This design comes from an exercise in tuning for small area, a short achievable clock period and few clock cycles per item on the open sky130 flow, not from production work.
RTL that was checked went through simulation tests only; none was proved equivalent to the original.

Setup of v6:
==> flow/design.v (excerpt) <==
module midpoint_ellipse_rasterizer_top #(
  parameter int RADIUS_BITS = 10,
  parameter int COORD_BITS  = 11
) (
  input  wire logic                                   clk_i,
  input  wire logic                                   rst_ni,
  input  wire logic                                   cfg_we_i,
  input  wire logic [mer_pkg::CFG_IDX_W-1:0]          cfg_idx_i,
  input  wire logic [((COORD_BITS > RADIUS_BITS) ? COORD_BITS : RADIUS_BITS)-1:0] cfg_data_i,
  input  wire logic                                   in_valid_i,
  output logic                                        in_stall_o,
  input  wire logic                                   restart_i,
  output logic                                        out_valid_o,
  input  wire logic                                   out_stall_i,
  output logic signed [mer_pkg::PIX_W-1:0]            pixel_x_o,
  output logic signed [mer_pkg::PIX_W-1:0]            pixel_y_o,
  output logic                                        last_o,
  output logic                                        finished_o
);
  logic [10:0] cx_q, cy_q;
  logic [9:0]  rx_q, ry_q;
  ...
Size: roughly 2000 cells after synthesis, roughly 49 I/O pins.
export LEC_CHECK = 0
export CAP_MARGIN = 20
export CORE_MARGIN = 2
export CORE_UTILIZATION = 40
export CTS_CLUSTER_DIAMETER = 70
export CTS_CLUSTER_SIZE = 20
export SETUP_SLACK_MARGIN = 5
export SLEW_MARGIN = 20
create_clock -name core_clock -period 10.0 [get_ports {clk_i}]
standard.sh (not shown) runs the stock make flow with config.mk's settings and CLKGATE_MAP_FILE= SYNTH_SCRIPT=/design/flow/synth_recipe.tcl, a recipe that flattens the netlist after the stock synthesis.
==> flow/flow/run.sh <==
#!/bin/bash
set -euo pipefail
bash standard.sh SETUP_SLACK_MARGIN=7.0 finish > standard_flow.log 2>&1
Testbench counts of v6, summed over its fixed seeds: cycles 64,740, beats 62,804.
--- input diff v6..v20 ---
-- flow/design.v --
<<< v6, line 114
  logic        ka0, ka1, ka2, ka3;     
  logic        kb2;                    
  logic        yen_q, b2_q;            
  logic        den_q;                  
  logic [10:0] zq;                     
>>> v20, line 114
  logic        ka0, ka1, ka2, ka3;     
  logic        kb2;                    
  logic        xen_q, yen_q, b2_q;     
  logic        den_q;                  
  logic [10:0] zq;                     
<<< v6, line 201
    if (sw2_a) z_n = ~two_ry2_a;
  end
  assign opx = xq | {8'd0, b2_q, 2'b00};
  assign opy = yq;
  assign opz = zq;
  assign dop   = den_q ? d_q[10:0] : 11'd0;
>>> v20, line 201
    if (sw2_a) z_n = ~two_ry2_a;
  end
  assign opx = (xen_q ? xq : 11'd0) | {8'd0, b2_q, 2'b00};
  assign opy = yen_q ? yq : 11'd0;
  assign opz = zq;
  assign dop   = den_q ? d_q[10:0] : 11'd0;
<<< v6, line 393
    cp_q  <= dco;
    cmp_q <= cmp_w[12];
    xq    <= (!step_a || da_n) ? x_n : 11'd0;
    yq    <= (!step_a || db_n) ? y_n : 11'd0;
    if (act_b) d_q <= {dsum, d_q[43:11]};
    da_q  <= da_n;
    db_q  <= db_n;
    yen_q <= !step_a || db_n;
    b2_q  <= step_a && ka0 && db_n;
>>> v20, line 393
    cp_q  <= dco;
    cmp_q <= cmp_w[12];
    xq    <= x_n;
    yq    <= y_n;
    if (act_b) d_q <= {dsum, d_q[43:11]};
    da_q  <= da_n;
    db_q  <= db_n;
    xen_q <= !step_a || da_n;
    yen_q <= !step_a || db_n;
    b2_q  <= step_a && ka0 && db_n;
[summary]
v20 ends up with a area added between synthesis and finish that is 1.6 points higher than in v6.
Relative to v6, the instance area at placement measured on v20 has decreased slightly.
Comparing v6 and v20, number of inverters outside the clock class in the layout is lower on v20.
Compared v20 vs v6, and pin count of the biggest net entering global routing is down in v20.
In v20 relative to v6, flip-flop and latch count had gone up slightly.
For v6, the largest family of logic cells by synthesized area was compound AO/OA/AOI/OAI gates, unlike v20, where it was simple AND/OR/NAND/NOR gates.
v6 → v20: routed wire length shows an increase of about 1.3%; final worst-path setup slack went down by 0.14 ns.
Summary of v20 over v6: worst hold-check slack stayed essentially flat, register share of the cell area fell by 0.17 points.
The RTL of v20 was laid out without a check of its function.

--- another note on this design; it stands on its own ---

==> flow/design.v (excerpt) <==
module midpoint_ellipse_rasterizer_top #(
  parameter int RADIUS_BITS = 10,
  parameter int COORD_BITS  = 11
) (
  input  wire logic                                   clk_i,
  input  wire logic                                   rst_ni,
  input  wire logic                                   cfg_we_i,
  input  wire logic [mer_pkg::CFG_IDX_W-1:0]          cfg_idx_i,
  input  wire logic [((COORD_BITS > RADIUS_BITS) ? COORD_BITS : RADIUS_BITS)-1:0] cfg_data_i,
  input  wire logic                                   in_valid_i,
  output logic                                        in_stall_o,
  input  wire logic                                   restart_i,
  output logic                                        out_valid_o,
  input  wire logic                                   out_stall_i,
  output logic signed [mer_pkg::PIX_W-1:0]            pixel_x_o,
  output logic signed [mer_pkg::PIX_W-1:0]            pixel_y_o,
  output logic                                        last_o,
  output logic                                        finished_o
);
For scale: about 1,900 cells after synthesis, about 49 I/O pins, roughly 0.019 mm^2 of cells after synthesis.
Settings: LEC_CHECK=0, CAP_MARGIN=20, CORE_MARGIN=2, CORE_UTILIZATION=60, CTS_CLUSTER_DIAMETER=70, CTS_CLUSTER_SIZE=20, SETUP_SLACK_MARGIN=5, SLEW_MARGIN=20; clock period 10.0 ns.
standard.sh (not shown) runs the stock make flow with config.mk's settings and CLKGATE_MAP_FILE= SYNTH_SCRIPT=/design/flow/synth_recipe.tcl, a recipe that flattens the netlist after the stock synthesis.
==> flow/flow/run.sh <==
#!/bin/bash
set -euo pipefail
bash standard.sh SETUP_SLACK_MARGIN=6.8 finish > standard_flow.log 2>&1
Testbench counts at the start, summed over its fixed seeds: cycles 64,740, beats 62,804.
Next try:
- CORE_UTILIZATION: 60 -> 40
- CTS_CLUSTER_DIAMETER: 70 -> 60
- CTS_CLUSTER_SIZE: 20 -> 26
- The new run ran to the end with no violations
- final area goes up by 1.7%
- via count goes down by 1.4%
- routed wire length goes up by 1.8%
- synthesized area is unchanged
- final cell count goes up by 9.3%
- global-route usage goes down by 9.6 points
Next try:
- CTS_CLUSTER_DIAMETER: 60 -> 70
- CTS_CLUSTER_SIZE: 26 -> 20
Outcome: Worst hold slack is worse by 0.0078 ns. Count of clock-buffer cells in the layout is higher by 6. Critical path depth is unchanged. Via count is about the same. Final area is lower slightly. Routed wire length stays flat. Area after synthesis stays the same. Cell count barely changes. Worst setup slack is worse by 0.021 ns. Maximum frequency is lower slightly.
Next try:
==> flow/flow/run.sh (replaced) <==
#!/bin/bash
set -euo pipefail
bash standard.sh SETUP_SLACK_MARGIN=7.0 finish > standard_flow.log 2>&1
What happened:
- worst hold slack is better by 0.011 ns
- register-to-register slack gets better by 0.04 ns
- setup slack improved by 0.042 ns
- sequential share of layout area shrinks by 0.32 points
- cell count is about the same
- global-route usage hardly moves

## static timing again, ports no longer ideal
In the flow no input, the clock included, has a driving cell. The finished layouts below were timed again as built, in two steps.
Step 1: set_driving_cell puts a clkbuf_16 on clk_i and a buf_2 on each other input, an assumption about the parent block.
Step 2 times the ports against the registers' clock, not the clock port: input delays grow and output delays shrink by t, the midpoint of the rising clock arrivals with the driver on.
Slacks: ideal / step 1 / step 2; pairs: ideal / step 1.
| run | t, ns | slack for setup (ns) | worst hold slack (ns) | latest minus earliest clock arrival (ns) | worst data-port slew with drivers (ns) |
|---|---|---|---|---|---|
| v6 | 0.627 | 6.702 / 6.702 / 6.562 | 0.413 / 0.413 / 0.413 | 0.024 / 0.024 | 0.05 |
| v20 | 0.627 | 6.567 / 6.567 / 6.451 | 0.416 / 0.416 / 0.416 | 0.034 / 0.034 | 0.05 |
| the first run of note 2 | 0.590 | 6.622 / 6.622 / 6.323 | 0.421 / 0.421 / 0.421 | 0.018 / 0.018 | 0.06 |
| the second run of note 2 | 0.631 | 6.620 / 6.620 / 6.335 | 0.420 / 0.420 / 0.420 | 0.017 / 0.017 | 0.04 |
| the third run of note 2 | 0.627 | 6.599 / 6.599 / 6.260 | 0.412 / 0.412 / 0.412 | 0.028 / 0.028 | 0.04 |
| the fourth run of note 2 | 0.617 | 6.641 / 6.641 / 6.549 | 0.424 / 0.424 / 0.424 | 0.025 / 0.025 | 0.04 |
After both steps setup and hold are still met in every run listed. The setup slack of the third run of note 2, which loses most, moves by 0.000 ns with the drivers and by -0.339 ns with both steps.
